Background: an optimization exercise with open tools, aiming at small area and a short achievable clock period. Do not read the settings as production practice. RTL that was checked went through simulation tests only; none was proved equivalent to the original. No functional check of the RTL was part of runs 5 to 7. Power and IR drop assume default switching activity.

## design/flow/run.sh

```bash
#!/bin/bash
# synth_recipe.tcl (not shown) runs the flow's synth.tcl, then flattens the netlist and writes it again
# the make line also repeats each setting of config.mk as NAME=value (left out here)
make -C /OpenROAD-flow-scripts/flow DESIGN_CONFIG=/design/flow/config.mk WORK_HOME=/design/flow/orfs CLKGATE_MAP_FILE= SYNTH_SCRIPT=/design/flow/synth_recipe.tcl finish
```

## design/flow/config.mk

```make
export PLATFORM = sky130hd
export DESIGN_NAME = dma_iface_top
export DESIGN_NICKNAME = dma_iface_top
export VERILOG_FILES = /design/flow/design.v
export SDC_FILE = /design/flow/constraint.sdc
export NUM_CORES = 4
export LEC_CHECK = 0
export CAP_MARGIN = 20
export CORE_MARGIN = 2
export CORE_UTILIZATION = 40
export SETUP_SLACK_MARGIN = 1.9
export SLEW_MARGIN = 20
```

## design/flow/constraint.sdc

```tcl
create_clock -name core_clock -period 4.0 [get_ports {pcie_clk}]
set_input_delay 0.8000 -clock core_clock [delete_from_list [all_inputs] [get_ports {pcie_clk}]]
set_output_delay 0.8000 -clock core_clock [all_outputs]
set_load 0.01 [all_outputs]
```

## design/flow/design.v

```verilog
`default_nettype none
package dma_iface_pkg;
   localparam int MEM_ADDR_BITS = 10;
   typedef logic [MEM_ADDR_BITS-1:0] mem_addr_t;
   typedef logic [31:0]              host_word_t;
   typedef logic [3:0]               byte_mask_t;
   typedef logic [1:0]               if_sel_t;
   typedef logic [3:0]               mem_sel_t;
   typedef logic [63:0]              dsc_word_t;
   localparam mem_sel_t MEM_CFG    = 4'd0;
   localparam mem_sel_t MEM_TX_DSC = 4'd1;
   localparam mem_addr_t CFG_TX_DSC_MASK  = 10'd0;
   localparam mem_addr_t CFG_RX_DSC_MASK  = 10'd1;
   localparam mem_addr_t CFG_RX_BYTE_WAIT = 10'd2;
   localparam mem_addr_t CFG_CONTROL      = 10'd3;
   localparam mem_addr_t CFG_PCIE_SIZES   = 10'd4;
   localparam host_word_t NO_DATA = 32'hdeadbeef;
   typedef struct packed {
      mem_addr_t  addr;
      host_word_t data;
      byte_mask_t mask;
      logic       en;
   } host_lane_t;
   typedef struct packed {
      if_sel_t    if_sel;
      mem_sel_t   mem_sel;
      host_lane_t hi;
      host_lane_t lo;
   } host_wr_t;
   typedef struct packed {
      if_sel_t   if_sel;
      mem_sel_t  mem_sel;
      mem_addr_t addr_hi;
      logic      en_hi;
      mem_addr_t addr_lo;
      logic      en_lo;
   } host_rd_t;
   typedef struct packed {
      host_word_t hi;
      host_word_t lo;
   } host_rd_data_t;
endpackage
`default_nettype wire
`default_nettype none
package dma_pcie_pkg;
   typedef logic [2:0] pcie_size_code_t;
   typedef logic [9:0] pcie_bytes_t;
   localparam pcie_size_code_t SIZE_32   = 3'd0;
   localparam pcie_size_code_t SIZE_64   = 3'd1;
   localparam pcie_size_code_t SIZE_128  = 3'd2;
   localparam pcie_size_code_t SIZE_256  = 3'd3;
   localparam pcie_size_code_t SIZE_512  = 3'd4;
   localparam pcie_size_code_t SIZE_1024 = 3'd5;
endpackage
`default_nettype wire
`timescale 1ns/100ps
`default_nettype none
module dma_iface_top (
   input  logic        pcie_clk,
   input  logic        rst_n,
   input  logic [1:0]  host_wr_if_sel,
   input  logic [3:0]  host_wr_mem_sel,
   input  logic [9:0]  host_wr_hi_addr,
   input  logic [31:0] host_wr_hi_data,
   input  logic [3:0]  host_wr_hi_mask,
   input  logic        host_wr_hi_en,
   input  logic [9:0]  host_wr_lo_addr,
   input  logic [31:0] host_wr_lo_data,
   input  logic [3:0]  host_wr_lo_mask,
   input  logic        host_wr_lo_en,
   input  logic [1:0]  host_rd_if_sel,
   input  logic [3:0]  host_rd_mem_sel,
   input  logic [9:0]  host_rd_addr_hi,
   input  logic        host_rd_en_hi,
   input  logic [9:0]  host_rd_addr_lo,
   input  logic        host_rd_en_lo,
   output logic [31:0] host_rd_data_hi,
   output logic [31:0] host_rd_data_lo,
   input  logic [2:0]  max_payload_size,
   input  logic [2:0]  max_read_req_size,
   output logic        iface_rdy,
   output logic [63:0] tx_dsc_mask,
   output logic [63:0] rx_dsc_mask,
   output logic [15:0] rx_byte_wait,
   input  logic [3:0]  dsc_rd_addr,
   input  logic        dsc_rd_en,
   output logic [63:0] dsc_rd_data,
   output logic        dsc_rd_valid,
   input  logic [3:0]  dsc_clr_addr,
   input  logic        dsc_clr_en
);
   localparam logic [31:0] NO_DATA = 32'hdeadbeef;
   logic [4:0] rst_cnt;
   logic       soft_reset;
   always_ff @(posedge pcie_clk) begin
      if (!rst_n || soft_reset) begin
         rst_cnt <= 5'd0;
      end else if (!rst_cnt[4]) begin
         rst_cnt <= rst_cnt + 5'd1;
      end
   end
   assign iface_rdy = rst_cnt[4];
   logic wr_ok, wr_cfg, wr_dsc, rd_cfg;
   assign wr_ok  = iface_rdy && (host_wr_if_sel == 2'd0);
   assign wr_cfg = wr_ok && (host_wr_mem_sel == 4'd0);
   assign wr_dsc = wr_ok && (host_wr_mem_sel == 4'd1);
   assign rd_cfg = (host_rd_if_sel == 2'd0) && (host_rd_mem_sel == 4'd0);
   logic cfg_hi_en, cfg_lo_en;
   assign cfg_hi_en = wr_cfg && host_wr_hi_en;
   assign cfg_lo_en = wr_cfg && host_wr_lo_en;
   function automatic logic [31:0] merge(input logic [31:0] old_word,
                                         input logic [31:0] new_word,
                                         input logic [3:0]  mask);
      logic [31:0] res;
      for (int b = 0; b < 4; b++) begin
         res[8*b +: 8] = mask[b] ? new_word[8*b +: 8] : old_word[8*b +: 8];
      end
      merge = res;
   endfunction
   always_ff @(posedge pcie_clk) begin
      if (!iface_rdy) begin
         tx_dsc_mask  <= '0;
         rx_dsc_mask  <= '0;
         rx_byte_wait <= '0;
         soft_reset   <= 1'b0;
      end else begin
         soft_reset <= cfg_lo_en && (host_wr_lo_addr == 10'd3) &&
                       host_wr_lo_data[0] && host_wr_lo_mask[0];
         if (cfg_hi_en && host_wr_hi_addr == 10'd0)
            tx_dsc_mask[63:32] <= merge(tx_dsc_mask[63:32], host_wr_hi_data, host_wr_hi_mask);
         if (cfg_lo_en && host_wr_lo_addr == 10'd0)
            tx_dsc_mask[31:0] <= merge(tx_dsc_mask[31:0], host_wr_lo_data, host_wr_lo_mask);
         if (cfg_hi_en && host_wr_hi_addr == 10'd1)
            rx_dsc_mask[63:32] <= merge(rx_dsc_mask[63:32], host_wr_hi_data, host_wr_hi_mask);
         if (cfg_lo_en && host_wr_lo_addr == 10'd1)
            rx_dsc_mask[31:0] <= merge(rx_dsc_mask[31:0], host_wr_lo_data, host_wr_lo_mask);
         if (cfg_lo_en && host_wr_lo_addr == 10'd2) begin
            if (host_wr_lo_mask[0]) rx_byte_wait[7:0]  <= host_wr_lo_data[7:0];
            if (host_wr_lo_mask[1]) rx_byte_wait[15:8] <= host_wr_lo_data[15:8];
         end
      end
   end
   logic [2:0] mps_q, mrrs_q;
   always_ff @(posedge pcie_clk) begin
      mps_q  <= max_payload_size;
      mrrs_q <= max_read_req_size;
   end
   function automatic logic [9:0] size_bytes(input logic [2:0] code);
      logic [9:0] res;
      res = '0;
      for (int c = 0; c < 5; c++) res[5+c] = (code == 3'(c));
      size_bytes = res;
   endfunction
   logic [31:0] rd_word_hi, rd_word_lo;
   always_comb begin
      case (host_rd_addr_hi)
         10'd0:   rd_word_hi = tx_dsc_mask[63:32];
         10'd1:   rd_word_hi = rx_dsc_mask[63:32];
         10'd4:   rd_word_hi = {22'd0, size_bytes(mrrs_q)};
         default: rd_word_hi = 32'd0;
      endcase
      case (host_rd_addr_lo)
         10'd0:   rd_word_lo = tx_dsc_mask[31:0];
         10'd1:   rd_word_lo = rx_dsc_mask[31:0];
         10'd2:   rd_word_lo = {16'd0, rx_byte_wait};
         10'd4:   rd_word_lo = {22'd0, size_bytes(mps_q)};
         default: rd_word_lo = 32'd0;
      endcase
   end
   always_ff @(posedge pcie_clk) begin
      if (!iface_rdy) begin
         host_rd_data_hi <= NO_DATA;
         host_rd_data_lo <= NO_DATA;
      end else begin
         if (host_rd_en_hi) host_rd_data_hi <= rd_cfg ? rd_word_hi : NO_DATA;
         if (host_rd_en_lo) host_rd_data_lo <= rd_cfg ? rd_word_lo : NO_DATA;
      end
   end
   logic [63:0] mem [16];
   logic [3:0]  hi_idx, lo_idx;
   logic        dsc_hi_en, dsc_lo_en;
   assign hi_idx    = host_wr_hi_addr[3:0];
   assign lo_idx    = host_wr_lo_addr[3:0];
   assign dsc_hi_en = wr_dsc && host_wr_hi_en;
   assign dsc_lo_en = wr_dsc && host_wr_lo_en;
   always_ff @(posedge pcie_clk) begin
      for (int e = 0; e < 16; e++) begin
         for (int b = 0; b < 4; b++) begin
            if (dsc_hi_en && hi_idx == 4'(e) && host_wr_hi_mask[b])
               mem[e][32+8*b +: 8] <= host_wr_hi_data[8*b +: 8];
            if (dsc_lo_en && lo_idx == 4'(e) && host_wr_lo_mask[b])
               mem[e][8*b +: 8] <= host_wr_lo_data[8*b +: 8];
         end
      end
   end
   logic [15:0] rd_sel;
   logic [63:0] rd_next;
   always_comb begin
      for (int e = 0; e < 16; e++) rd_sel[e] = dsc_rd_en && (dsc_rd_addr == 4'(e));
      rd_next = dsc_rd_data & {64{!dsc_rd_en}};
      for (int e = 0; e < 16; e++) rd_next = rd_next | (mem[e] & {64{rd_sel[e]}});
   end
   always_ff @(posedge pcie_clk) begin
      dsc_rd_data <= rd_next;
   end
   logic [15:0] valid;
   always_ff @(posedge pcie_clk) begin
      if (!iface_rdy) begin
         valid        <= '0;
         dsc_rd_valid <= 1'b0;
      end else begin
         for (int e = 0; e < 16; e++) begin
            if (dsc_hi_en && hi_idx == 4'(e))
               valid[e] <= 1'b1;
            else if (dsc_clr_en && dsc_clr_addr == 4'(e))
               valid[e] <= 1'b0;
         end
         if (dsc_rd_en) dsc_rd_valid <= valid[dsc_rd_addr];
      end
   end
endmodule
`default_nettype wire
```

==> flow_summary_export.csv, run 1 <==
group,metric,value,unit
status,outcome,"no timing/DRC/antenna violations",
placement,gp_congestion,0.855,
cts,root_buffer,"clkbuf_16",
hold_path,hold_path_end,"host_rd_data_lo[4]$_SDFFE_PN0P_",
synth,synthFlopType,"edfxtp_1",
global_route,grt_overflow,0,
sta,hold_slack,0.443,ns
critical_path,crit_path_start_kind,"primary input",
power_and_ir_drop,combinationalPowerShare,4.3,%
synth,synth.distinct_cells,60,
sta,fin_crit,2.29,ns
sta,worst_pin_slew,1.14,ns
die,core-area,123000,um2
cts,cts_tree,"yes",
power_and_ir_drop,vdd_ir_drop_max,0.437,mV
synth,ys_seq_elements,1325,
synth,synth_top_area_share,62.0,%
global_route,grt_pass1_wl,231,mm
routing,via_per_inst,5.74,
layout,multiInputGateArea,13500,um2
critical_path,worst_r2r_endpoint,"mem[5][50]$_DFFE_PP_",
hold_path,hold_path.class,"reg -> reg",
critical_path,worstPathMaxFanout,8,
routing,vias,32800,
sta,post-route-period-util,57.4,%
sta,setup_ws,1.71,ns
critical_path,rr_startpoint,"rst_cnt[4]$_SDFF_PP0_",
critical_path,r2r_setup_slack,1.74,ns
critical_path,worst_setup_path_end_kind,"flip-flop",
hold_path,hp-start,"host_rd_data_lo[4]$_SDFFE_PN0P_",
sta,relSlewSlack,24.0,%
global_route,antenna_found_initial,6,
sta,grt_setup_unrepaired,"yes",
die,start_util,40.2,%
routing,drc,0,
power_and_ir_drop,clock_power_share,44.5,%
layout,fin_nets,4099,
die,die_y,356,um
global_route,grt_pass1_vias,32400,
layout,synthToLayoutAreaGrowth,26.6,%
placement,place.port_buffers,419,
global_route,track_usage,25.3,%
layout,fill_cells,10400,
critical_path,critPathArrivalTime,2.71,ns
placement,dp_hpwl,101,mm
critical_path,critPathRequiredTime,4.42,ns
critical_path,r2r_cells,7,
synth,synth_edf_count,1024,
die,die_w,356,um
cts,cts_buffers,137,
power_and_ir_drop,p_switching,6.35,mW
sta,slew_viol_final,0,
global_route,grt_start_max_net_pins,92,
synth,ys_seq_area_share,74.2,%
placement,post-place-ws,0.354,ns
die,std_cell_rows,129,
sta,fmax,436,MHz
synth,synth_area,49600,um2
synth,synth_nets,3504,
routing,drt_iter0_drc,3907,
sta,fin_tns_setup,0,ns
synth,yosys.area.top_type,"edfxtp_1",
cts,clock_sinks,1325,
routing,drt-total-wl,163,mm
routing,drtAntennaViolNets,0,
synth,syn-mean-instance-area,14.8,um2
sta,setup_viol_count_final,0,
cts,clockBufferDepth,3,
power_and_ir_drop,power_density,469,nW/um2
power_and_ir_drop,power,29.4,mW
power_and_ir_drop,swShare,21.6,%
die,io_pins,420,
synth,netlist_instances,3357,
sta,skew,0.0307,ns
critical_path,startpoint,"host_wr_hi_addr[0]",
synth,synthArstFlopShare,0,%
routing,dr.pass1.iters,8,
hold_path,hold_path_depth,2,
layout,final_layout_size_suffix_gt1_share,30.8,%
die,fp.dieArea,127000,um2
cts,clk_latency,0.76,ns
power_and_ir_drop,seq_power_share,51.1,%
critical_path,path_class,"in -> reg",
run,drv_cap,0,
sta,hold_viol_final,0,
cts,path_clk_slew,0.06,ns
synth,ys_warn_count,2,
synth,synth_area_leaders,"edfxtp_1, dfxtp_1, a22oi_1",
power_and_ir_drop,leakage,21.8,nW
power_and_ir_drop,internal-power,23.1,mW
cts,htreeDepth,4,
routing,wl_per_cell,28.6,um
layout,ff_latch_area,37100,um2
[state kept, by name (all words and copies together), names as in the netlist]
| signal | flops |
|---|---|
| mem | 1024 |
| rst_cnt | 5 |
| dsc_rd_valid | 1 |
| host_rd_data_lo | 32 |
| rx_dsc_mask | 64 |
| host_rd_data_hi | 32 |
| valid | 16 |
| rx_byte_wait | 16 |
| dsc_rd_data | 64 |
| mrrs_q | 3 |
| soft_reset | 1 |
| tx_dsc_mask | 64 |
| mps_q | 3 |
[power groups by stage]
| stage | Combinational (mW) | Clock, mW | Sequential [mW] |
|---|---|---|---|
| final | 1.27 | 13.1 | 15.0 |
| after floorplan | 0.476 | 0 | 15.3 |
| after detailed placement | 1.31 | 0 | 15.3 |
| after CTS | 1.27 | 13.2 | 15.0 |
| after global routing | 1.36 | 13.7 | 15.1 |
| after global placement | 1.29 | 0 | 15.3 |
[cell usage in the layout (no fill, tap or decap), drive strengths merged, types with 5 or more instances in the layout]
master / count
o221ai: 24
mux2: 6
and2: 143
or2: 11
o21a: 29
clkinvlp: 5
and4: 16
clkinv: 31
a22o: 11
a222oi: 17
a22oi: 356
nand4: 81
clkbuf: 197
buf: 527
nor2: 107
a2111oi: 36
a31oi: 5
dlygate4sd2: 7
dfxtp: 301
nand2b: 11
nor3: 24
a21oi: 96
nor4: 5
nand2: 158
o21ai: 70
inv: 11
nor2b: 140
mux2i: 140
or3: 15
and3: 170
nand3: 95
bufinv: 14
a221oi: 10
clkdlybuf4s50: 126
nor3b: 5
edfxtp: 1024
[layout make-up]
type / count / area share (%)
diodes: 2 / 0.00798
repair buffers: 668 / 8.84
multi-input cells: 1817 / 21.4
inverters: 3 / 0.0179
clock inverters: 58 / 1.24
clock buffers: 193 / 6.09
flip-flops and latches: 1325 / 59.1
well taps: 1637 / 3.26
[metrics by stage]
stage	instance area, um2	utilization, %	std cells
4_1_cts	62500	50.7	5693
3_3_place_gp	57300	46.5	5304
6_report	62700	50.9	5703
5_1_grt	62700	50.9	5703
3_5_place_dp	57300	46.5	5304
2_1_floorplan	51400	-	3357
[worst max path at each step]
stage               cells past startpoint                           end
floorplan                               6  tx_dsc_mask[16]$_SDFFE_PN0P_
global route                            7          mem[5][53]$_DFFE_PP_
CTS                                     2                     iface_rdy
detailed placement                      7       dsc_rd_data[56]$_DFF_P_
global placement                        7       dsc_rd_data[56]$_DFF_P_
finish                                  7          mem[5][50]$_DFFE_PP_
[Yosys cell counts (all sizes together) (5+ instances only)]
library cell,instances
o21a,29
edfxtp,1024
and4,16
dfxtp,301
clkbuf,163
nor3b,5
nand2,158
nor2,106
nor2b,140
and3,169
a2111oi,36
or3,15
mux2i,140
a222oi,17
nand3,95
nor3,24
a221oi,10
a31oi,5
a21oi,96
buf,50
a22oi,356
mux2,6
nor4,5
a22o,11
o21ai,70
nand4,81
or2,11
o221ai,24
and2,142
nand2b,11
[timing repair]
action | 4_1_cts | 5_1_grt
gates cloned | 4 | 0
buffers inserted | 134 | 8
hold buffers | 0 | 0
pin swaps | 40 | 23
endpoints found under the setup margin | 1565 | 1122
gates resized for setup | 1443 | 47
hold endpoints to repair | 0 | 0
[cells by family after synthesis]
| kind of cell | after synthesis | synth area share (%) |
|---|---|---|
| multiplexers | 150 | 3.14 |
| flip-flops | 1325 | 74.2 |
| adder cells (fa/ha/maj) | 1 | 0.0252 |
| buffers and inverters | 218 | 1.81 |
| XOR/XNOR | 3 | 0.0530 |
| AO/OA/AOI/OAI | 665 | 9.54 |
| AND/OR/NAND/NOR | 995 | 11.2 |
[layer usage]
layer / global-route usage, % / part of all wire (%) / vias to the layer above
met5: 0 / 0.0080 / -
met4: 7.67 / 2.8 / 2
met3: 6.02 / 9.5 / 299
met2: 39.8 / 47 / 1652
met1: 34.8 / 41 / 16500
li1: - / - / 14300
[worst max-delay path: stages]
cell and delay (ns):
clkdlybuf4s50_1 0.56, nor2b_1 0.16, buf_4 0.20, nand4_1 0.17, buf_6 0.19, nor2_4 0.27
and2_4 0.34
==> run 2, diff against run 1 <==
--- a/design/flow/config.mk
+++ b/design/flow/config.mk
@@ -9,4 +9,3 @@
 export CORE_MARGIN = 2
 export CORE_UTILIZATION = 40
-export SETUP_SLACK_MARGIN = 1.9
 export SLEW_MARGIN = 20
==> run 2 against run 1 <==
Worst hold slack got worse by 0.0040 ns. Critical path type is now reg -> out. Wire length decreased by 1.2%. Combinational power about the same. Register-to-register slack got worse by 0.61 ns. Utilization decreased by 0.85 points. Largest power group unchanged. First-iteration DRC count decreased by 8.3%. Clock power about the same. Critical path depth decreased by 5. Still clean.
==> flow_summary_export.csv, run 2 <==
group,metric,value,unit
status,outcome,"no timing/DRC/antenna violations",
layout,fin_area,61700,um2
placement,placed_cell_area,57000,um2
cts,cts_resized,0,
cts,cts_tree,"yes",
synth,syn-mean-instance-area,14.8,um2
layout,fin_nets,4081,
routing,vias,32600,
layout,final_cell_mix,"edfxtp_1, clkdlybuf4s50_1, a22oi_1, dfxtp_1, buf_4",
hold_path,hold_path.class,"reg -> reg",
power_and_ir_drop,leakage,20.9,nW
sta,slew_viol_final,0,
synth,synth_edf_count,1024,
critical_path,crit_slowest_cell,"clkdlybuf4s50_1",
cts,path_clk_slew,0.06,ns
critical_path,path_class,"reg -> out",
critical_path,r2r_cells,8,
die,die_y,356,um
critical_path,r2r_setup_slack,1.13,ns
routing,drtAntennaViolNets,0,
routing,drt-total-wl,161,mm
synth,synth_top_area_share,62.0,%
placement,gp_congestion,0.867,
synth,ys_seq_elements,1325,
sta,worst_pin_slew,1.09,ns
layout,final_layout_size_suffix_gt1_share,12.2,%
global_route,track_usage,24.8,%
critical_path,cpPeakStageDelay,0.66,ns
cts,clockBufferDepth,3,
synth,synth_area,49600,um2
run,drv_cap,0,
layout,final_common_cell,"edfxtp_1",
synth,synth_nets,3504,
cts,clock_sinks,1325,
placement,dp_hpwl,105,mm
global_route,grt_pass1_wl,227,mm
global_route,grt_start_max_net_pins,117,
synth,synth.distinct_cells,60,
hold_path,hp-start,"mem[13][59]$_DFFE_PP_",
die,die_w,356,um
critical_path,worstPathMaxFanout,62,
synth,yosys.area.top_type,"edfxtp_1",
routing,drc,0,
critical_path,crit_end,"iface_rdy",
placement,dp_cells,5432,
die,core-area,123000,um2
layout,synthToLayoutAreaGrowth,24.4,%
cts,post_cts_buffers,0,
cts,cts_buffers,137,
routing,via_per_inst,5.73,
synth,synthFlopType,"edfxtp_1",
synth,synthArstFlopShare,0,%
die,io_pins,420,
synth,ys_seq_area_share,74.2,%
hold_path,hold_path_depth,2,
layout,largest-register,"mem",
global_route,grt_pass1_vias,31300,
synth,netlist_instances,3357,
critical_path,crit_chain,"buf_4 -> clkdlybuf4s50_1",
critical_path,crit_path_start_kind,"flip-flop",
critical_path,critPathRequiredTime,3.20,ns
sta,fmax,308,MHz
routing,wl_per_cell,28.3,um
critical_path,rr_startpoint,"rst_cnt[4]$_SDFF_PP0_",
die,std_cell_rows,129,
sta,fin_crit,3.25,ns
global_route,antenna_found_initial,16,
routing,dr.pass1.iters,6,
cts,htreeDepth,4,
sta,relSlewSlack,27.1,%
die,fp.dieArea,127000,um2
layout,final_cells,5698,
cts,root_buffer,"clkbuf_16",
power_and_ir_drop,power_density,476,nW/um2
critical_path,startpoint,"rst_cnt[4]$_SDFF_PP0_",
global_route,grt_overflow,0,
die,start_util,40.2,%
synth,ys_warn_count,2,
sta,post-route-period-util,81.3,%
layout,final_util,50.0,%
synth,yosysMostFrequentCell,"edfxtp_1",
synth,ys_top_cells_by_count,"edfxtp_1, a22oi_1, dfxtp_1, and3_1, clkbuf_1",
critical_path,worst_setup_path_end_kind,"output pin",
placement,place.port_buffers,419,
critical_path,critPathArrivalTime,2.45,ns
sta,skew,0.0220,ns
power_and_ir_drop,vdd_ir_drop_max,0.394,mV
routing,drt_iter0_drc,3584,
power_and_ir_drop,power,29.4,mW
synth,synth_area_leaders,"edfxtp_1, dfxtp_1, a22oi_1",
sta,hold_viol_final,0,
layout,largest_reg_flops,1024,
layout,fill_cells,10400,
critical_path,worst_r2r_endpoint,"mem[1][35]$_DFFE_PP_",
sta,fin_tns_setup,0,ns
cts,clk_latency,0.75,ns
sta,setup_viol_count_final,0,
sta,grt_setup_unrepaired,"no",
cts,cts_hold_buf,0,
[run 2: cell counts after synthesis]
Identical to the previous run, type by type.
[run 2: routing by layer]
layer	GRT usage [%]	vias up	wire, um
met2	40.4	1480	77600
met4	5.98	4	3220
li1	-	14200	-
met5	0	-	25
met3	4.19	203	12200
met1	34.7	16700	68000
[run 2: cell families after synthesis]
group / share of synthesized area [%]
XOR/XNOR: 0.0530
flip-flops: 74.2
multiplexers: 3.14
AND/OR/NAND/NOR: 11.2
buffers and inverters: 1.81
adder cells (fa/ha/maj): 0.0252
AO/OA/AOI/OAI: 9.54
[run 2: per-stage QoR]
stage,worst slack [ns],hold slack [ns]
after floorplan,1.20,0.421
after global placement,0.206,0.428
after detailed placement,0.290,0.431
after CTS,0.735,0.446
after global routing,0.699,0.471
final,0.749,0.439
[run 2: power by group]
part / internal, mW / switching (mW)
clock: 7.67 / 5.40
sequential: 14.9 / 0.113
combinational: 0.546 / 0.733
total: 23.1 / 6.25
[run 2: how the worst min path moves through the flow]
| stage | to | slack [ns] |
|---|---|---|
| 3_3_place_gp | dsc_rd_data[36]$_DFF_P_ | 0.43 |
| 3_5_place_dp | dsc_rd_data[9]$_DFF_P_ | 0.43 |
| 6_report | dsc_rd_data[59]$_DFF_P_ | 0.44 |
| 5_1_grt | dsc_rd_data[19]$_DFF_P_ | 0.47 |
| 2_1_floorplan | dsc_rd_data[11]$_DFF_P_ | 0.42 |
| 4_1_cts | dsc_rd_data[3]$_DFF_P_ | 0.45 |
[run 2: critical path, delay by kind of cell (launching register included)]
kind,cells,cell delay [ns]
buffers and inverters,2,1.23
DFF,1,0.44
[run 2: area by class of cell]
cell class	count	area, um2	share of cell area, %
multi-input cells	1814	12000	19.4
flip-flops and latches	1325	36800	59.6
well taps	1637	2050	3.32
diodes	12	30.0	0.0487
repair buffers	653	6210	10.1
clock buffers	196	3880	6.29
inverters	3	11.3	0.0183
clock inverters	58	741	1.20
==> run 3, diff against run 2 <==
==> design/flow/flow/run.sh (new file) <==
#!/bin/bash
# standard synthesis, then the standard layout with plain buffers on the ports
set -euo pipefail
bash standard.sh synth > synth.log 2>&1
bash standard.sh "BUFFER_PORTS_ARGS=-buffer_cell sky130_fd_sc_hd__buf_1" finish > layout.log 2>&1
==> design/flow/standard.sh (new file) <==
#!/bin/bash
# synth_recipe.tcl (not shown) runs the flow's synth.tcl, then flattens the netlist and writes it again
# the make line also repeats each setting of config.mk as NAME=value (left out here)
make -C /OpenROAD-flow-scripts/flow DESIGN_CONFIG=/design/flow/config.mk WORK_HOME=/design/flow/orfs CLKGATE_MAP_FILE= SYNTH_SCRIPT=/design/flow/synth_recipe.tcl "${@:-finish}"
--- a/design/flow/config.mk
+++ b/design/flow/config.mk
@@ -9,3 +9,4 @@
 export CORE_MARGIN = 2
 export CORE_UTILIZATION = 40
+export SETUP_SLACK_MARGIN = 1.9
 export SLEW_MARGIN = 20
removed: design/flow/run.sh
==> run 3 against run 2 <==
Still clean on timing, DRC and antenna. Clock-buffer cell count down 13. Total power fell by 1.7%. Maximum frequency rose by 39%. Non-clock buffer count down 19. Register-to-register slack improved by 0.55 ns. Final area fell by 0.76%. Clock skew down 0.0014 ns. Synthesized cell count unchanged. Highest routed layer is now met4.
==> flow_summary_export.csv, run 3 <==
group,metric,value,unit
critical_path,critPathRequiredTime,3.20,ns
routing,highest_layer,"met4",
cts,root_buffer,"clkbuf_16",
layout,largest-register,"mem",
sta,slew_viol_final,0,
placement,gp_congestion,0.863,
routing,drt-total-wl,163,mm
synth,ys_seq_elements,1325,
sta,fin_tns_setup,0,ns
synth,synth.distinct_cells,60,
placement,place.port_buffers,419,
die,core-area,123000,um2
sta,relSlewSlack,22.2,%
layout,fin_nets,4066,
synth,yosysMostFrequentCell,"edfxtp_1",
power_and_ir_drop,leakage,20.9,nW
sta,skew,0.0206,ns
sta,grt_setup_unrepaired,"yes",
critical_path,worstPathMaxFanout,3,
cts,clock_sinks,1325,
synth,synth_nets,3504,
routing,drtAntennaViolNets,0,
die,std_cell_rows,129,
synth,synthMuxAreaShare,3.14,%
synth,synth_simple_gate_area_share,11.2,%
hold_path,hold_path_depth,1,
sta,fin_crit,2.33,ns
synth,synth_edf_count,1024,
cts,cts_hold_buf,0,
critical_path,path_class,"reg -> out",
critical_path,rr_startpoint,"rst_cnt[4]$_SDFF_PP0_",
die,die_y,356,um
run,drv_cap,0,
hold_path,hp-start,"max_read_req_size[2]",
status,outcome,"no timing/DRC/antenna violations",
cts,path_clk_slew,0.06,ns
critical_path,cpPeakStageDelay,0.38,ns
synth,synth_top_family_by_area,"simple AND/OR/NAND/NOR gates",
global_route,grt_overflow,0,
hold_path,hold_path_end,"mrrs_q[2]$_DFF_P_",
layout,final_layout_size_suffix_gt1_share,25.4,%
synth,synth_area,49600,um2
sta,hold_slack,0.153,ns
synth,synth_area_leaders,"edfxtp_1, dfxtp_1, a22oi_1",
critical_path,r2r_cells,9,
synth,ys_top_cells_by_count,"edfxtp_1, a22oi_1, dfxtp_1, and3_1, clkbuf_1",
global_route,track_usage,24.7,%
placement,placed_cell_area,54500,um2
critical_path,critPathArrivalTime,1.53,ns
cts,htreeDepth,4,
critical_path,r2r_setup_slack,1.68,ns
power_and_ir_drop,power_density,472,nW/um2
layout,final_common_cell,"edfxtp_1",
placement,dp_hpwl,97.9,mm
critical_path,cp_top_family,"buffers and inverters",
global_route,grt_pass1_vias,31200,
routing,vias,32900,
layout,fin_area,61200,um2
global_route,grt_start_max_net_pins,90,
routing,met3_length,14.6,mm
cts,cts_buffers,135,
critical_path,crit_chain,"buf_12 -> buf_16 -> buf_6",
synth,ys_warn_count,2,
routing,via_per_inst,5.80,
hold_path,hold_path.class,"in -> reg",
sta,fmax,429,MHz
routing,drt_iter0_drc,3849,
global_route,grt_pass1_wl,225,mm
critical_path,crit_slowest_cell,"dfxtp_4",
synth,syn-mean-instance-area,14.8,um2
synth,netlist_instances,3357,
critical_path,path_buf_inv,3,
die,start_util,40.2,%
die,io_pins,420,
cts,clockBufferDepth,3,
routing,drc,0,
sta,setup_viol_count_final,0,
synth,synthFlopType,"edfxtp_1",
synth,synth-compound-area-share,9.54,%
critical_path,worst_setup_path_end_kind,"output pin",
sta,worst_pin_slew,1.17,ns
critical_path,crit_path_start_kind,"flip-flop",
routing,wl_met2,77.8,mm
synth,synth_top_area_share,62.0,%
synth,synthXorXnorAreaFrac,0.0530,%
cts,clk_latency,0.75,ns
routing,wl_met1,66.0,mm
routing,dr.pass1.iters,6,
layout,synthToLayoutAreaGrowth,23.5,%
synth,synthAdderAreaFrac,0.0252,%
critical_path,worst_r2r_endpoint,"mem[5][24]$_DFFE_PP_",
die,fp.dieArea,127000,um2
synth,synthArstFlopShare,0,%
global_route,antenna_found_initial,4,
die,die_w,356,um
routing,wl_per_cell,28.7,um
layout,final_cell_mix,"edfxtp_1, a22oi_1, buf_1, dfxtp_1, and3_1",
sta,hold_viol_final,0,
layout,largest_reg_flops,1024,
sta,post-route-period-util,58.3,%
power_and_ir_drop,vdd_ir_drop_max,0.416,mV
synth,yosys.area.top_type,"edfxtp_1",
synth,ys_seq_area_share,74.2,%
cts,cts_tree,"yes",
[run 3: cell counts after synthesis]
No cell type changed its count.
[run 3: power by group]
| part | switching [mW] | total [mW] | internal (mW) |
|---|---|---|---|
| Clock | 5.36 | 12.7 | 7.30 |
| Combinational | 0.785 | 1.19 | 0.404 |
| Sequential | 0.108 | 15.0 | 14.9 |
[run 3: per-layer routing]
| layer | track usage, % | vias to the layer above |
|---|---|---|
| met4 | 7.70 | 0 |
| met3 | 4.98 | 235 |
| li1 | - | 14200 |
| met1 | 33.8 | 16900 |
| met5 | 0 | - |
| met2 | 39.8 | 1566 |
[run 3: stage by stage]
stage | util [%] | setup WS, ns | instances | power, mW
after floorplan | - | 1.41 | 3357 | 15.8
after global placement | 44.2 | 0.664 | 5281 | 16.4
final | 49.6 | 1.67 | 5665 | 28.9
after global routing | 49.6 | 1.57 | 5665 | 29.6
after CTS | 49.2 | 1.56 | 5620 | 29.0
after detailed placement | 44.2 | 0.630 | 5281 | 16.4
[run 3: kinds of logic after synthesis]
| kind of cell | after synthesis |
|---|---|
| muxes | 150 |
| AOI/OAI and AO/OA | 665 |
| buffers and inverters | 218 |
| xor gates and xnor gates | 3 |
| adders and majority gates | 1 |
| DFF | 1325 |
| and+or+nand+nor | 995 |
[run 3: how the worst max path moves through the flow]
stage | startpoint | endpoint | slack, ns | cells after the start
after global routing | rst_cnt[4]$_SDFF_PP0_ | mem[0][24]$_DFFE_PP_ | 1.57 | 9
after global placement | host_wr_if_sel[1] | mem[8][25]$_DFFE_PP_ | 0.66 | 7
after floorplan | host_wr_lo_addr[3] | tx_dsc_mask[16]$_SDFFE_PN0P_ | 1.41 | 6
final | rst_cnt[4]$_SDFF_PP0_ | iface_rdy | 1.67 | 3
after CTS | rst_cnt[4]$_SDFF_PP0_ | iface_rdy | 1.56 | 3
after detailed placement | host_wr_if_sel[1] | mem[8][25]$_DFFE_PP_ | 0.63 | 7
[run 3: final cells by class]
type,instances,area [um2]
antenna,1,2.50
inverter,3,11.3
tap,1637,2050
fill,10500,62100
timing repair buffer,634,4410
clock inverter,62,639
clock buffer,183,3780
multi-input combinational,1820,13400
sequential,1325,36900
[run 3: repair_timing]
item,CTS,global route
cloned,10,3
setup buffers,84,40
resized for setup,325,75
endpoints found under the setup margin,1447,1244
pin swaps,42,30
==> run 4, diff against run 3 <==
==> design/flow/flow/run.sh (replaced) <==
#!/bin/bash
# standard synthesis, then the standard layout with plain buffers on the ports
set -euo pipefail
bash standard.sh synth > synth.log 2>&1
bash standard.sh "BUFFER_PORTS_ARGS=-buffer_cell sky130_fd_sc_hd__buf_2" finish > layout.log 2>&1
==> run 4 against run 3 <==
Clock skew rose by 0.0035 ns. Clock-buffer cell count rose by 3. Global-route usage fell by 0.17 points. Wire length fell by 1.7%. Via count fell by 1.1%. Critical path depth fell by 1. Register-to-register slack improved by 0.07 ns. Total power fell by 1.5%. Maximum frequency rose by 2.4%. Synthesized area did not move. Still clean.
==> flow_summary_export.csv, run 4 <==
group,metric,value,unit
critical_path,worstPathMaxFanout,5,
synth,synthArstFlopShare,0,%
cts,clockBufferDepth,3,
sta,slew_viol_final,0,
die,std_cell_rows,129,
routing,dr.pass1.iters,6,
hold_path,hold_path.class,"in -> reg",
critical_path,worst_setup_path_end_kind,"output pin",
routing,vias,32500,
global_route,grt_start_max_net_pins,97,
synth,ys_top_cells_by_count,"edfxtp_1, a22oi_1, dfxtp_1, and3_1, clkbuf_1",
die,fp.dieArea,127000,um2
critical_path,critPathArrivalTime,1.48,ns
sta,hold_viol_final,0,
global_route,grt_overflow,0,
synth,synth_nets,3504,
cts,cts_tree,"yes",
synth,ys_seq_elements,1325,
power_and_ir_drop,leakage,21.1,nW
placement,post-place-ws,0.633,ns
cts,cts_buffers,133,
synth,synthFlopType,"edfxtp_1",
synth,netlist_instances,3357,
synth,synth_edf_count,1024,
synth,synth_area,49600,um2
critical_path,path_class,"reg -> out",
die,start_util,40.2,%
sta,grt_setup_unrepaired,"yes",
sta,relSlewSlack,18.3,%
status,outcome,"no timing/DRC/antenna violations",
die,die_y,356,um
synth,yosysMostFrequentCell,"edfxtp_1",
global_route,grt_pass1_wl,225,mm
power_and_ir_drop,vdd_ir_drop_max,0.435,mV
cts,clk_latency,0.75,ns
layout,synthToLayoutAreaGrowth,22.7,%
run,drv_cap,0,
synth,yosys.area.top_type,"edfxtp_1",
sta,fin_tns_setup,0,ns
placement,gp_congestion,0.851,
layout,fin_nets,4021,
cts,root_buffer,"clkbuf_16",
synth,synth_area_leaders,"edfxtp_1, dfxtp_1, a22oi_1",
global_route,antenna_found_initial,3,
layout,largest-register,"mem",
sta,setup_ws,1.72,ns
sta,setup_viol_count_final,0,
layout,final_layout_size_suffix_gt1_share,30.5,%
placement,place.port_buffers,419,
routing,drtAntennaViolNets,0,
layout,final_cell_mix,"edfxtp_1, buf_2, a22oi_1, dfxtp_1, and3_1",
die,die_w,356,um
placement,dp_hpwl,97.8,mm
sta,post-route-period-util,57.0,%
routing,via_per_inst,5.78,
routing,drt_iter0_drc,4005,
cts,htreeDepth,4,
global_route,track_usage,24.6,%
routing,drt-total-wl,160,mm
synth,syn-mean-instance-area,14.8,um2
cts,clock_sinks,1325,
die,core-area,123000,um2
sta,fmax,439,MHz
power_and_ir_drop,power_density,468,nW/um2
cts,path_clk_slew,0.06,ns
critical_path,critPathRequiredTime,3.20,ns
die,io_pins,420,
global_route,grt_pass1_vias,31200,
synth,ys_warn_count,2,
sta,fin_crit,2.28,ns
synth,ys_seq_area_share,74.2,%
layout,largest_reg_flops,1024,
critical_path,crit_path_start_kind,"flip-flop",
routing,drc,0,
synth,synth.distinct_cells,60,
sta,skew,0.0242,ns
routing,wl_per_cell,28.4,um
cts,cts_hold_buf,0,
layout,final_common_cell,"edfxtp_1",
synth,synth_top_area_share,62.0,%
sta,worst_pin_slew,1.22,ns
## run 4: layout make-up
| class | count | area (um2) |
|---|---|---|
| fill | 10500 | 62500 |
| clock buffer | 186 | 3680 |
| antenna | 2 | 5.00 |
| clock inverter | 57 | 561 |
| sequential | 1325 | 36900 |
| multi-input combinational | 1821 | 13400 |
| inverter | 3 | 11.3 |
| tap | 1637 | 2050 |
| timing repair buffer | 590 | 4170 |
## run 4: final timing paths
path / from / endpoint / slack [ns] / cells past startpoint
max: rst_cnt[4]$_SDFF_PP0_ / iface_rdy / 1.72 / 2
min: max_read_req_size[2] / mrrs_q[2]$_DFF_P_ / 0.16 / 1
max reg2reg: rst_cnt[4]$_SDFF_PP0_ / mem[8][21]$_DFFE_PP_ / 1.75 / 7
min reg2reg: host_rd_data_hi[14]$_SDFFE_PN0P_ / host_rd_data_hi[14]$_SDFFE_PN0P_ / 0.44 / 2
## run 4: worst max-delay path: stages (launching register included)
cell	delay (ns)
dfxtp_4	0.43
buf_16	0.16
buf_2	0.14
## run 4: what timing repair did
item,in CTS,in global routing
pin swaps,48,30
gates resized for setup,162,65
gates cloned,7,3
setup endpoints to repair,1391,1062
buffers inserted,69,26
## run 4: per-stage QoR
step | instance area (um2) | hold WS, ns | power [mW] | util [%] | instances
floorplan | 51400 | 0.421 | 15.8 | - | 3357
global placement | 54900 | 0.432 | 16.4 | 44.5 | 5271
detailed placement | 54900 | 0.436 | 16.4 | 44.5 | 5271
CTS | 60300 | 0.122 | 28.5 | 48.9 | 5590
global route | 60800 | 0.143 | 29.2 | 49.3 | 5620
finish | 60800 | 0.156 | 28.5 | 49.3 | 5621
## run 4: routing by layer
metal / global-route usage [%] / routed length [um]
met5: 0 / 0
met1: 34.0 / 65800
met4: 6.60 / 3590
met3: 4.77 / 13700
met2: 39.6 / 76800
## run 4: logic make-up (layout without fill, tap and decap cells)
family                   Yosys count  in the layout  share of synthesized area, %
other                              0              2                             0
AND/OR/NAND/NOR                  995           1002                          11.2
adder cells (fa/ha/maj)            1              1                        0.0252
XOR/XNOR                           3              3                        0.0530
flip-flops                      1325           1325                          74.2
AO/OA/AOI/OAI                    665            665                          9.54
multiplexers                     150            150                          3.14
buffers and inverters            218            836                          1.81
## run 4: where the power goes
group / total (mW) / internal (mW) / leakage, nW / switching, mW
registers: 15.0 / 14.9 / 11.7 / 0.103
clock network: 12.2 / 6.98 / 2.06 / 5.24
logic: 1.21 / 0.426 / 7.38 / 0.784
total: 28.5 / 22.3 / 21.1 / 6.13
==> run 5, diff against run 4 <==
--- a/design/flow/design.v
+++ b/design/flow/design.v
@@ -91,16 +91,24 @@
 );
    localparam logic [31:0] NO_DATA = 32'hdeadbeef;
-   logic [4:0] rst_cnt;
+   logic [3:0] rst_cnt;
    logic       soft_reset;
-   always_ff @(posedge pcie_clk) begin
-      if (!rst_n || soft_reset) begin
-         rst_cnt <= 5'd0;
-      end else if (!rst_cnt[4]) begin
-         rst_cnt <= rst_cnt + 5'd1;
-      end
-   end
-   assign iface_rdy = rst_cnt[4];
+   logic       restart;
+   logic       rdy_o, rdy_w, rdy_c;
+   assign restart = !rst_n || soft_reset;
+   always_ff @(posedge pcie_clk) begin
+      if (restart) begin
+         rst_cnt <= 4'd0;
+      end else if (!rdy_c) begin
+         rst_cnt <= rst_cnt + 4'd1;
+      end
+   end
+   always_ff @(posedge pcie_clk) begin
+      rdy_o <= !restart && (rdy_o || rst_cnt == 4'hf);
+      rdy_w <= !restart && (rdy_w || rst_cnt == 4'hf);
+      rdy_c <= !restart && (rdy_c || rst_cnt == 4'hf);
+   end
+   assign iface_rdy = rdy_o;
    logic wr_ok, wr_cfg, wr_dsc, rd_cfg;
-   assign wr_ok  = iface_rdy && (host_wr_if_sel == 2'd0);
+   assign wr_ok  = rdy_w && (host_wr_if_sel == 2'd0);
    assign wr_cfg = wr_ok && (host_wr_mem_sel == 4'd0);
    assign wr_dsc = wr_ok && (host_wr_mem_sel == 4'd1);
@@ -109,35 +117,32 @@
    assign cfg_hi_en = wr_cfg && host_wr_hi_en;
    assign cfg_lo_en = wr_cfg && host_wr_lo_en;
-   function automatic logic [31:0] merge(input logic [31:0] old_word,
-                                         input logic [31:0] new_word,
-                                         input logic [3:0]  mask);
-      logic [31:0] res;
+   logic [31:0] hi_d, lo_d;
+   logic [3:0]  tx_hi_ld, tx_lo_ld, rx_hi_ld, rx_lo_ld;
+   logic [1:0]  wait_ld;
+   assign hi_d = host_wr_hi_data & {32{rdy_c}};
+   assign lo_d = host_wr_lo_data & {32{rdy_c}};
+   always_comb begin
       for (int b = 0; b < 4; b++) begin
-         res[8*b +: 8] = mask[b] ? new_word[8*b +: 8] : old_word[8*b +: 8];
-      end
-      merge = res;
-   endfunction
-   always_ff @(posedge pcie_clk) begin
-      if (!iface_rdy) begin
-         tx_dsc_mask  <= '0;
-         rx_dsc_mask  <= '0;
-         rx_byte_wait <= '0;
-         soft_reset   <= 1'b0;
-      end else begin
-         soft_reset <= cfg_lo_en && (host_wr_lo_addr == 10'd3) &&
-                       host_wr_lo_data[0] && host_wr_lo_mask[0];
-         if (cfg_hi_en && host_wr_hi_addr == 10'd0)
-            tx_dsc_mask[63:32] <= merge(tx_dsc_mask[63:32], host_wr_hi_data, host_wr_hi_mask);
-         if (cfg_lo_en && host_wr_lo_addr == 10'd0)
-            tx_dsc_mask[31:0] <= merge(tx_dsc_mask[31:0], host_wr_lo_data, host_wr_lo_mask);
-         if (cfg_hi_en && host_wr_hi_addr == 10'd1)
-            rx_dsc_mask[63:32] <= merge(rx_dsc_mask[63:32], host_wr_hi_data, host_wr_hi_mask);
-         if (cfg_lo_en && host_wr_lo_addr == 10'd1)
-            rx_dsc_mask[31:0] <= merge(rx_dsc_mask[31:0], host_wr_lo_data, host_wr_lo_mask);
-         if (cfg_lo_en && host_wr_lo_addr == 10'd2) begin
-            if (host_wr_lo_mask[0]) rx_byte_wait[7:0]  <= host_wr_lo_data[7:0];
-            if (host_wr_lo_mask[1]) rx_byte_wait[15:8] <= host_wr_lo_data[15:8];
-         end
-      end
+         tx_hi_ld[b] = !rdy_c || (cfg_hi_en && host_wr_hi_addr == 10'd0 && host_wr_hi_mask[b]);
+         tx_lo_ld[b] = !rdy_c || (cfg_lo_en && host_wr_lo_addr == 10'd0 && host_wr_lo_mask[b]);
+         rx_hi_ld[b] = !rdy_c || (cfg_hi_en && host_wr_hi_addr == 10'd1 && host_wr_hi_mask[b]);
+         rx_lo_ld[b] = !rdy_c || (cfg_lo_en && host_wr_lo_addr == 10'd1 && host_wr_lo_mask[b]);
+      end
+      for (int b = 0; b < 2; b++)
+         wait_ld[b] = !rdy_c || (cfg_lo_en && host_wr_lo_addr == 10'd2 && host_wr_lo_mask[b]);
+   end
+   always_ff @(posedge pcie_clk) begin
+      for (int b = 0; b < 4; b++) begin
+         if (tx_hi_ld[b]) tx_dsc_mask[32+8*b +: 8] <= hi_d[8*b +: 8];
+         if (tx_lo_ld[b]) tx_dsc_mask[8*b +: 8]    <= lo_d[8*b +: 8];
+         if (rx_hi_ld[b]) rx_dsc_mask[32+8*b +: 8] <= hi_d[8*b +: 8];
+         if (rx_lo_ld[b]) rx_dsc_mask[8*b +: 8]    <= lo_d[8*b +: 8];
+      end
+      for (int b = 0; b < 2; b++)
+         if (wait_ld[b]) rx_byte_wait[8*b +: 8] <= lo_d[8*b +: 8];
+   end
+   always_ff @(posedge pcie_clk) begin
+      soft_reset <= cfg_lo_en && (host_wr_lo_addr == 10'd3) &&
+                    host_wr_lo_data[0] && host_wr_lo_mask[0];
    end
    logic [2:0] mps_q, mrrs_q;
@@ -169,5 +174,5 @@
    end
    always_ff @(posedge pcie_clk) begin
-      if (!iface_rdy) begin
+      if (!rdy_c) begin
          host_rd_data_hi <= NO_DATA;
          host_rd_data_lo <= NO_DATA;
@@ -206,5 +211,5 @@
    logic [15:0] valid;
    always_ff @(posedge pcie_clk) begin
-      if (!iface_rdy) begin
+      if (!rdy_c) begin
          valid        <= '0;
          dsc_rd_valid <= 1'b0;
--- a/design/flow/config.mk
+++ b/design/flow/config.mk
@@ -8,5 +8,6 @@
 export CAP_MARGIN = 20
 export CORE_MARGIN = 2
-export CORE_UTILIZATION = 40
-export SETUP_SLACK_MARGIN = 1.9
+export CORE_UTILIZATION = 55
+export PLACE_DENSITY = 0.7
+export SETUP_SLACK_MARGIN = 2.2
 export SLEW_MARGIN = 20
==> run 5 against run 4 <==
Sequential cell count rose by 2. Synthesized cell count fell by 8.7%. Final area rose by 9.7%. Critical path type is now reg -> reg. Critical endpoint is now mem[10][8]$_DFFE_PP_. Largest power group unchanged.
==> flow_summary_export.csv, run 5 <==
group,metric,value,unit
status,outcome,"no timing/DRC/antenna violations",
cts,path_clk_slew,0.06,ns
power_and_ir_drop,leakage,24.2,nW
routing,vias,34900,
global_route,antenna_found_initial,15,
sta,slew_viol_final,0,
critical_path,critPathArrivalTime,2.85,ns
layout,final_cell_mix,"edfxtp_1, buf_6, a22oi_1, buf_2, buf_4",
cts,cts_buffers,131,
layout,fin_nets,4106,
synth,synth_area_leaders,"edfxtp_1, dfxtp_1, a22oi_1",
placement,placed_cell_area,54500,um2
hold_path,hold_path.class,"in -> reg",
layout,ff_latch_area,38500,um2
die,std_cell_rows,109,
sta,fin_crit,2.41,ns
die,start_util,55.4,%
power_and_ir_drop,clock_power_share,42.8,%
synth,ys_seq_elements,1327,
power_and_ir_drop,p_switching,6.30,mW
placement,dp_hpwl,93.8,mm
sta,post-route-period-util,60.2,%
cts,clockBufferDepth,3,
cts,clock_sinks,1327,
die,die_y,302,um
layout,largest_reg_flops,1024,
sta,hold_slack,0.176,ns
power_and_ir_drop,power,29.1,mW
power_and_ir_drop,combinationalPowerShare,4.8,%
power_and_ir_drop,vdd_ir_drop_max,0.421,mV
cts,root_buffer,"clkbuf_16",
cts,clk_latency,0.74,ns
critical_path,rr_startpoint,"rdy_w$_DFF_P_",
synth,synth_area,48900,um2
sta,relSlewSlack,37.1,%
die,die_w,302,um
routing,drtAntennaViolNets,0,
global_route,grt_pass1_vias,34200,
synth,yosysMostFrequentCell,"edfxtp_1",
die,io_pins,420,
global_route,grt_pass1_wl,233,mm
synth,synth_edf_count,1168,
placement,post-place-ws,0.640,ns
critical_path,worst_setup_path_end_kind,"flip-flop",
run,drv_cap,0,
layout,synthToLayoutAreaGrowth,36.6,%
synth,syn-mean-instance-area,15.9,um2
global_route,track_usage,35.9,%
routing,dr.pass1.iters,6,
synth,ys_warn_count,2,
synth,synth.distinct_cells,61,
layout,multiInputGateArea,12700,um2
placement,place.port_buffers,419,
cts,htreeDepth,4,
sta,worst_pin_slew,0.937,ns
synth,synth_top_area_share,71.8,%
critical_path,startpoint,"rdy_w$_DFF_P_",
sta,fmax,415,MHz
global_route,grt_overflow,0,
placement,gp_congestion,0.937,
layout,final_common_cell,"edfxtp_1",
synth,ys_seq_area_share,78.3,%
layout,fill_cells,4725,
sta,setup_ws,1.59,ns
sta,skew,0.0261,ns
synth,synthArstFlopShare,0,%
routing,drt_iter0_drc,5646,
die,core-area,88200,um2
power_and_ir_drop,power_density,436,nW/um2
routing,drt-total-wl,171,mm
sta,setup_viol_count_final,0,
sta,grt_setup_unrepaired,"yes",
die,fp.dieArea,91200,um2
routing,drc,0,
synth,netlist_instances,3064,
layout,fin_area,66700,um2
power_and_ir_drop,swShare,21.6,%
sta,fin_tns_setup,0,ns
critical_path,crit_path_start_kind,"flip-flop",
critical_path,worstPathMaxFanout,5,
synth,ys_top_cells_by_count,"edfxtp_1, a22oi_1, dfxtp_1, nor2_1, clkbuf_1",
cts,cts_tree,"yes",
global_route,grt_start_max_net_pins,50,
synth,synthFlopType,"edfxtp_1",
power_and_ir_drop,seq_power_share,52.4,%
sta,hold_viol_final,0,
critical_path,r2r_setup_slack,1.59,ns
synth,synth_nets,3211,
power_and_ir_drop,internal-power,22.8,mW
routing,wl_per_cell,32.7,um
layout,final_layout_size_suffix_gt1_share,41.8,%
hold_path,hp-start,"max_read_req_size[1]",
critical_path,path_class,"reg -> reg",
routing,via_per_inst,6.66,
critical_path,critPathRequiredTime,4.44,ns
layout,largest-register,"mem",
synth,yosys.area.top_type,"edfxtp_1",
==> run 5: what timing repair did <==
| item | CTS | global route |
|---|---|---|
| endpoints found under the setup margin | 1643 | 1569 |
| pin swaps | 185 | 176 |
| gates cloned | 16 | 8 |
| resized for setup | 595 | 169 |
| hold buffers | 0 | 0 |
| buffers inserted | 328 | 75 |
==> run 5: metal layers <==
| layer | up-vias | GRT usage, % | part of all wire (%) |
|---|---|---|---|
| met2 | 2998 | 55.7 | 47 |
| met5 | - | 0 | 0.025 |
| li1 | 14000 | - | - |
| met1 | 17200 | 46.3 | 33 |
| met3 | 667 | 9.76 | 13 |
| met4 | 6 | 19.9 | 5.9 |
==> run 5: logic make-up (layout without fill, tap and decap cells) <==
logic type,count (synthesis),after routing,synth area share [%]
fa+ha+maj,1,1,0.0256
other cells,0,10,0
flops,1327,1327,78.3
mux,53,53,1.27
buf+inv,200,1201,1.63
simple gates,859,861,9.56
compound gates,621,621,9.15
xor+xnor,3,3,0.0538
==> run 5: power groups by stage <==
stage	clock (mW)	sequential (mW)	combinational (mW)
floorplan	0	15.5	0.478
global placement	0	15.5	1.08
detailed placement	0	15.5	1.10
CTS	12.3	15.3	1.29
global route	13.0	15.3	1.44
finish	12.5	15.3	1.39
==> run 5: final cells by class <==
class | count | share of cell area [%]
Tap cell | 1165 | 2.18
Inverter | 21 | 0.126
Clock inverter | 68 | 1.08
Sequential cell | 1327 | 57.6
Multi-Input combinational cell | 1539 | 19.1
Clock buffer | 173 | 5.36
Antenna cell | 10 | 0.0375
Timing Repair Buffer | 939 | 14.5
==> run 5: worst paths after layout <==
kind	end	depth (start not counted)
hold reg to reg	dsc_rd_data[36]$_DFF_P_	2
setup / recovery	mem[10][8]$_DFFE_PP_	9
setup reg to reg	mem[10][8]$_DFFE_PP_	9
hold / removal	mrrs_q[1]$_DFF_P_	1
==> run 5: worst max-delay path: stages, from the launching register on <==
cell,delay (ns)
dfxtp_2,0.33
nand4b_1,0.21
buf_6,0.21
buf_12,0.12
nor3b_4,0.34
clkinv_4,0.16
buf_12,0.17
buf_16,0.15
nor3_4,0.23
buf_6,0.17
==> run 5: metrics by stage <==
step	utilization, %	std cells
after global routing	75.6	5241
after CTS	73.8	5149
final	75.6	5242
after floorplan	-	3064
after global placement	61.8	4564
after detailed placement	61.8	4564
==> run 6, diff against run 5 <==
--- a/design/flow/config.mk
+++ b/design/flow/config.mk
@@ -9,4 +9,6 @@
 export CORE_MARGIN = 2
 export CORE_UTILIZATION = 55
+export CTS_CLUSTER_DIAMETER = 100
+export CTS_CLUSTER_SIZE = 30
 export PLACE_DENSITY = 0.7
 export SETUP_SLACK_MARGIN = 2.2
==> run 6 against run 5 <==
Still clean. Clock skew rose by 0.012 ns. Maximum frequency is 1.9% higher. Sequential cell count unchanged. Total power is 20% lower. Register-to-register slack better by 0.06 ns. First-iteration DRC count up 2.6%. Combinational power rose by 4%. Final area down 2.9%. Wire length is 0.32% lower. Sequential power barely moved. Via count fell by 1.8%. Critical path depth up 3. Largest power group unchanged.
==> flow_summary_export.csv, run 6 <==
group,metric,value,unit
run,drv_cap,0,
routing,drc,0,
cts,cts_hold_buf,0,
placement,post-place-ws,0.640,ns
placement,place.port_buffers,419,
global_route,grt_pass1_vias,32700,
placement,dp_cells,4564,
critical_path,cp_top_family,"buffers and inverters",
synth,synth_top_area_share,71.8,%
cts,cts_buffers,50,
synth,synth_edf_count,1168,
layout,multiInputGateArea,13100,um2
power_and_ir_drop,p_switching,4.98,mW
routing,drt-total-wl,171,mm
placement,dp_hpwl,93.8,mm
cts,clk_latency,0.67,ns
layout,final_layout_size_suffix_gt1_share,41.4,%
global_route,track_usage,34.4,%
synth,ys_seq_elements,1327,
critical_path,worst_setup_path_end_kind,"flip-flop",
layout,largest_reg_flops,1024,
synth,ys_top_cells_by_count,"edfxtp_1, a22oi_1, dfxtp_1, nor2_1, clkbuf_1",
cts,htreeDepth,2,
sta,grt_setup_unrepaired,"yes",
die,die_y,302,um
cts,cts_tree,"yes",
power_and_ir_drop,clock_power_share,28.0,%
layout,fin_nets,4063,
critical_path,worstPathMaxFanout,10,
global_route,grt_start_max_net_pins,50,
die,fp.dieArea,91200,um2
die,core-area,88200,um2
power_and_ir_drop,power_density,358,nW/um2
cts,path_clk_slew,0.12,ns
critical_path,path_buf_inv,8,
power_and_ir_drop,seq_power_share,65.8,%
layout,fill_cells,4977,
critical_path,crit_slowest_cell,"nor3b_4",
power_and_ir_drop,vdd_ir_drop_max,0.260,mV
sta,skew,0.0377,ns
routing,wl_per_cell,33.3,um
routing,drt_iter0_drc,5791,
layout,synthToLayoutAreaGrowth,32.6,%
power_and_ir_drop,combinationalPowerShare,6.2,%
global_route,antenna_found_initial,13,
die,die_w,302,um
critical_path,critPathArrivalTime,2.72,ns
sta,slew_viol_final,0,
power_and_ir_drop,leakage,23.1,nW
routing,dr.pass1.iters,6,
status,outcome,"no timing/DRC/antenna violations",
sta,fin_tns_setup,0,ns
routing,via_per_inst,6.68,
sta,fmax,423,MHz
layout,final_cell_mix,"edfxtp_1, buf_6, a22oi_1, buf_2, buf_4",
sta,relSlewSlack,36.6,%
critical_path,crit_path_start_kind,"primary input",
synth,ys_warn_count,2,
die,start_util,55.4,%
routing,drtAntennaViolNets,0,
synth,synthFlopType,"edfxtp_1",
layout,ff_latch_area,38500,um2
hold_path,hold_path.class,"in -> reg",
critical_path,critPathRequiredTime,4.36,ns
synth,synthArstFlopShare,0,%
power_and_ir_drop,internal-power,18.2,mW
critical_path,crit_chain,"buf_2 -> nor2_4 -> nand4b_1 -> buf_6 -> buf_12 -> buf_8 -> nor3b_4 -> clkinv_4 -> buf_12 -> buf_4 -> nor3_4 -> buf_6",
cts,root_buffer,"clkbuf_16",
synth,synth.distinct_cells,61,
power_and_ir_drop,swShare,21.5,%
synth,synth_nets,3211,
synth,syn-mean-instance-area,15.9,um2
cts,clockBufferDepth,3,
placement,gp_congestion,0.937,
synth,synth_area_leaders,"edfxtp_1, dfxtp_1, a22oi_1",
sta,worst_pin_slew,0.950,ns
layout,final_cells,5129,
critical_path,cpPeakStageDelay,0.28,ns
layout,final_util,73.4,%
synth,yosys.area.top_type,"edfxtp_1",
synth,netlist_instances,3064,
synth,yosysMostFrequentCell,"edfxtp_1",
die,std_cell_rows,109,
sta,setup_ws,1.64,ns
die,io_pins,420,
synth,ys_seq_area_share,78.3,%
synth,synth_area,48900,um2
global_route,grt_overflow,0,
layout,final_common_cell,"edfxtp_1",
sta,setup_viol_count_final,0,
cts,clock_sinks,1327,
routing,vias,34300,
critical_path,path_class,"in -> reg",
power_and_ir_drop,power,23.2,mW
sta,fin_crit,2.36,ns
sta,hold_viol_final,0,
sta,post-route-period-util,59.1,%
global_route,grt_pass1_wl,224,mm
layout,largest-register,"mem",
==> run 6: cell type report <==
cell class | count | share of cell area [%]
diodes | 8 | 0.0309
clock buffers | 88 | 2.18
well taps | 1165 | 2.25
repair buffers | 976 | 15.8
flip-flops and latches | 1327 | 59.4
clock inverters | 4 | 0.0579
inverters | 21 | 0.131
multi-input cells | 1540 | 20.2
==> run 6: cells by family after synthesis <==
group	synth area share, %
xor gates and xnor gates	0.0538
AOI/OAI and AO/OA	9.15
DFF	78.3
buffers and inverters	1.63
adders and majority gates	0.0256
and+or+nand+nor	9.56
muxes	1.27
==> run 6: timing repair <==
action	4_1_cts	5_1_grt
buffers inserted	334	98
pin swaps	204	226
cloned	17	16
resized for setup	612	231
endpoints found under the setup margin	1638	1550
==> run 6: routing by layer <==
layer	part of all wire (%)	track usage [%]	up-vias
li1	-	-	13800
met1	33	45.7	16900
met2	46	55.1	2909
met3	14	8.11	607
met4	6.0	14.0	6
met5	0.022	0	-
==> run 6: final timing paths <==
path                                                       start                               end  slack (ns)  cells after the start
worst max-delay path                          host_wr_mem_sel[3]             mem[10][25]$_DFFE_PP_        1.64                     12
worst min-delay path                        max_read_req_size[1]                 mrrs_q[1]$_DFF_P_        0.25                      1
worst max register to register                     rdy_w$_DFF_P_             mem[10][25]$_DFFE_PP_        1.65                     10
worst min register to register  host_rd_data_lo[24]$_SDFFE_PN0P_  host_rd_data_lo[24]$_SDFFE_PN0P_        0.47                      2
==> run 6: through the flow <==
| stage | hold WS [ns] | area, um2 |
|---|---|---|
| floorplan | 0.421 | 51400 |
| global placement | 0.430 | 54500 |
| detailed placement | 0.440 | 54500 |
| CTS | 0.223 | 62400 |
| global route | 0.228 | 64800 |
| finish | 0.246 | 64800 |
==> run 6: power by group through the flow <==
stage,clock [mW],sequential [mW],combinational [mW]
finish,6.48,15.3,1.44
global route,6.91,15.3,1.50
CTS,6.46,15.2,1.32
detailed placement,0,15.5,1.10
global placement,0,15.5,1.08
floorplan,0,15.5,0.478
==> run 6: worst reg2reg max path, stage by stage (launching register included) <==
cell and delay [ns]:
dfxtp_2 0.35, nand4b_1 0.21, buf_6 0.21, buf_12 0.13, buf_8 0.12, nor3b_4 0.28
clkinv_4 0.09, buf_12 0.16, buf_4 0.15, nor3_4 0.17, buf_6 0.20
==> run 7, diff against run 6 <==
--- a/design/flow/config.mk
+++ b/design/flow/config.mk
@@ -8,8 +8,5 @@
 export CAP_MARGIN = 20
 export CORE_MARGIN = 2
-export CORE_UTILIZATION = 55
-export CTS_CLUSTER_DIAMETER = 100
-export CTS_CLUSTER_SIZE = 30
-export PLACE_DENSITY = 0.7
-export SETUP_SLACK_MARGIN = 2.2
+export CORE_UTILIZATION = 40
+export SETUP_SLACK_MARGIN = 1.9
 export SLEW_MARGIN = 20
==> run 7 against run 6 <==
Clock skew fell by 0.012 ns. Worst setup slack improved by 0.15 ns. Still clean on timing, DRC and antenna. First-iteration DRC count fell by 35%. Critical path type is now reg -> reg. Critical endpoint is now mem[8][49]$_DFFE_PP_. Synthesized cell count did not move. Synthesized area did not move. Highest routed layer unchanged. Worst hold slack got worse by 0.11 ns.
==> flow_summary_export.csv, run 7 <==
group,metric,value,unit
power_and_ir_drop,vdd_ir_drop_max,0.299,mV
layout,fin_area,62400,um2
sta,worst_pin_slew,1.04,ns
synth,synthArstFlopShare,0,%
synth,ys_top_cells_by_count,"edfxtp_1, a22oi_1, dfxtp_1, nor2_1, clkbuf_1",
die,start_util,40.2,%
cts,cts_tree,"yes",
sta,fin_crit,2.21,ns
critical_path,rr_startpoint,"rdy_w$_DFF_P_",
global_route,grt_start_max_net_pins,65,
synth,synth_nets,3211,
layout,fill_cells,9929,
critical_path,r2r_cells,5,
synth,yosys.area.top_type,"edfxtp_1",
sta,fmax,453,MHz
critical_path,crit_path_start_kind,"flip-flop",
sta,grt_setup_unrepaired,"yes",
cts,clk_latency,0.76,ns
critical_path,crit_end,"mem[8][49]$_DFFE_PP_",
routing,wl_met1,63.4,mm
power_and_ir_drop,leakage,21.9,nW
cts,clock_sinks,1327,
global_route,grt_overflow,0,
critical_path,worst_setup_path_end_kind,"flip-flop",
synth,synthFlopType,"edfxtp_1",
global_route,grt_pass1_vias,30500,
power_and_ir_drop,power_density,469,nW/um2
routing,drtAntennaViolNets,0,
die,core-area,122000,um2
critical_path,r2r_setup_slack,1.79,ns
sta,setup_viol_count_final,0,
power_and_ir_drop,swShare,21.6,%
placement,placed_cell_area,55200,um2
routing,drc,0,
power_and_ir_drop,internal-power,23.0,mW
synth,synth_top_area_share,71.8,%
placement,dp_hpwl,97.2,mm
routing,wl_met2,73.7,mm
sta,relSlewSlack,30.6,%
layout,synthToLayoutAreaGrowth,27.7,%
global_route,antenna_found_initial,14,
sta,hold_viol_final,0,
critical_path,critPathRequiredTime,4.42,ns
routing,dr.pass1.iters,6,
routing,via_per_inst,5.74,
die,die_w,353,um
cts,path_clk_slew,0.06,ns
sta,slew_viol_final,0,
placement,gp_congestion,0.859,
synth,synth_area_leaders,"edfxtp_1, dfxtp_1, a22oi_1",
layout,final_cell_mix,"edfxtp_1, buf_2, a22oi_1, buf_4, clkbuf_16",
synth,netlist_instances,3064,
layout,largest_reg_flops,1024,
global_route,grt_pass1_wl,221,mm
die,io_pins,420,
synth,synth.distinct_cells,61,
sta,skew,0.0256,ns
hold_path,hold_path_depth,1,
routing,drt-total-wl,156,mm
sta,hold_slack,0.140,ns
routing,vias,31400,
layout,final_layout_size_suffix_gt1_share,32.7,%
routing,highest_layer,"met5",
power_and_ir_drop,seq_power_share,52.1,%
layout,final_common_cell,"edfxtp_1",
critical_path,path_class,"reg -> reg",
critical_path,worst_r2r_endpoint,"mem[8][49]$_DFFE_PP_",
layout,largest-register,"mem",
placement,place.port_buffers,419,
hold_path,hold_path.class,"in -> reg",
status,outcome,"no timing/DRC/antenna violations",
critical_path,startpoint,"rdy_w$_DFF_P_",
power_and_ir_drop,p_switching,6.31,mW
die,fp.dieArea,125000,um2
routing,wl_per_cell,28.4,um
sta,fin_tns_setup,0,ns
sta,setup_ws,1.79,ns
critical_path,critPathArrivalTime,2.63,ns
critical_path,worstPathMaxFanout,8,
synth,syn-mean-instance-area,15.9,um2
layout,fin_nets,3865,
routing,met3_length,14.3,mm
global_route,track_usage,24.4,%
cts,cts_buffers,137,
cts,htreeDepth,4,
power_and_ir_drop,combinationalPowerShare,4.1,%
synth,ys_seq_area_share,78.3,%
placement,post-place-ws,0.737,ns
synth,synth_area,48900,um2
die,std_cell_rows,128,
die,die_y,353,um
routing,drt_iter0_drc,3748,
synth,ys_seq_elements,1327,
power_and_ir_drop,clock_power_share,43.8,%
run,drv_cap,0,
cts,clockBufferDepth,3,
synth,ys_warn_count,2,
power_and_ir_drop,power,29.3,mW
cts,root_buffer,"clkbuf_16",
synth,yosysMostFrequentCell,"edfxtp_1",
sta,post-route-period-util,55.2,%
synth,synth_edf_count,1168,
-- run 7: stage by stage --
step           util, %  std cells
3_5_place_dp      45.4       5024
5_1_grt           51.3       5464
4_1_cts           50.6       5394
3_3_place_gp      45.4       5024
6_report          51.3       5467
2_1_floorplan        -       3064
-- run 7: worst min path at each step --
stage	from	slack, ns	end
global route	max_read_req_size[0]	0.12	mrrs_q[0]$_DFF_P_
floorplan	mem[14][15]$_DFFE_PP_	0.42	dsc_rd_data[15]$_DFF_P_
global placement	mem[14][15]$_DFFE_PP_	0.43	dsc_rd_data[15]$_DFF_P_
finish	max_read_req_size[0]	0.14	mrrs_q[0]$_DFF_P_
CTS	max_read_req_size[0]	0.10	mrrs_q[0]$_DFF_P_
detailed placement	mem[14][26]$_DFFE_PP_	0.44	dsc_rd_data[26]$_DFF_P_
-- run 7: area by class of cell --
class | instances | area [um2] | area share, %
Clock inverter | 64 | 703 | 1.13
Clock buffer | 190 | 3790 | 6.08
Multi-Input combinational cell | 1539 | 11900 | 19.1
Inverter | 21 | 83.8 | 0.134
Timing Repair Buffer | 692 | 5490 | 8.80
Tap cell | 1625 | 2030 | 3.26
Sequential cell | 1327 | 38300 | 61.5
Antenna cell | 9 | 22.5 | 0.0361
-- run 7: kinds of logic (layout without fill, tap and decap cells) --
| group | Yosys count | after routing | share of synthesized area, % |
|---|---|---|---|
| other | 0 | 9 | 0 |
| adder cells (fa/ha/maj) | 1 | 1 | 0.0256 |
| XOR/XNOR | 3 | 3 | 0.0538 |
| AND/OR/NAND/NOR | 859 | 861 | 9.56 |
| AO/OA/AOI/OAI | 621 | 621 | 9.15 |
| buffers and inverters | 200 | 967 | 1.63 |
| multiplexers | 53 | 53 | 1.27 |
| flip-flops | 1327 | 1327 | 78.3 |
-- run 7: per-layer routing --
| metal | global-route usage, % | vias to the layer above |
|---|---|---|
| met5 | 0 | - |
| met4 | 7.90 | 6 |
| met2 | 38.7 | 1651 |
| met3 | 4.94 | 210 |
| li1 | - | 13500 |
| met1 | 33.8 | 16000 |
-- run 7: timing repair --
| item | 4_1_cts | 5_1_grt |
|---|---|---|
| resized for setup | 81 | 46 |
| pin swaps | 69 | 39 |
| endpoints found under the setup margin | 1291 | 615 |
| hold buffers | 0 | 0 |
| gates cloned | 1 | 1 |
| setup buffers | 115 | 63 |
-- run 7: worst max-delay path, cell delays in order (launching register included) --
cell and delay, ns:
dfxtp_2 0.35, nand4b_1 0.15, buf_6 0.20, or4b_4 0.55, or2_4 0.35, nor2_4 0.28
-- run 7: power groups by stage --
| stage | combinational, mW | sequential (mW) | clock, mW |
|---|---|---|---|
| 2_1_floorplan | 0.478 | 15.5 | 0 |
| 3_3_place_gp | 1.16 | 15.5 | 0 |
| 3_5_place_dp | 1.17 | 15.5 | 0 |
| 4_1_cts | 1.20 | 15.2 | 13.0 |
| 5_1_grt | 1.29 | 15.2 | 13.5 |
| 6_report | 1.21 | 15.2 | 12.8 |
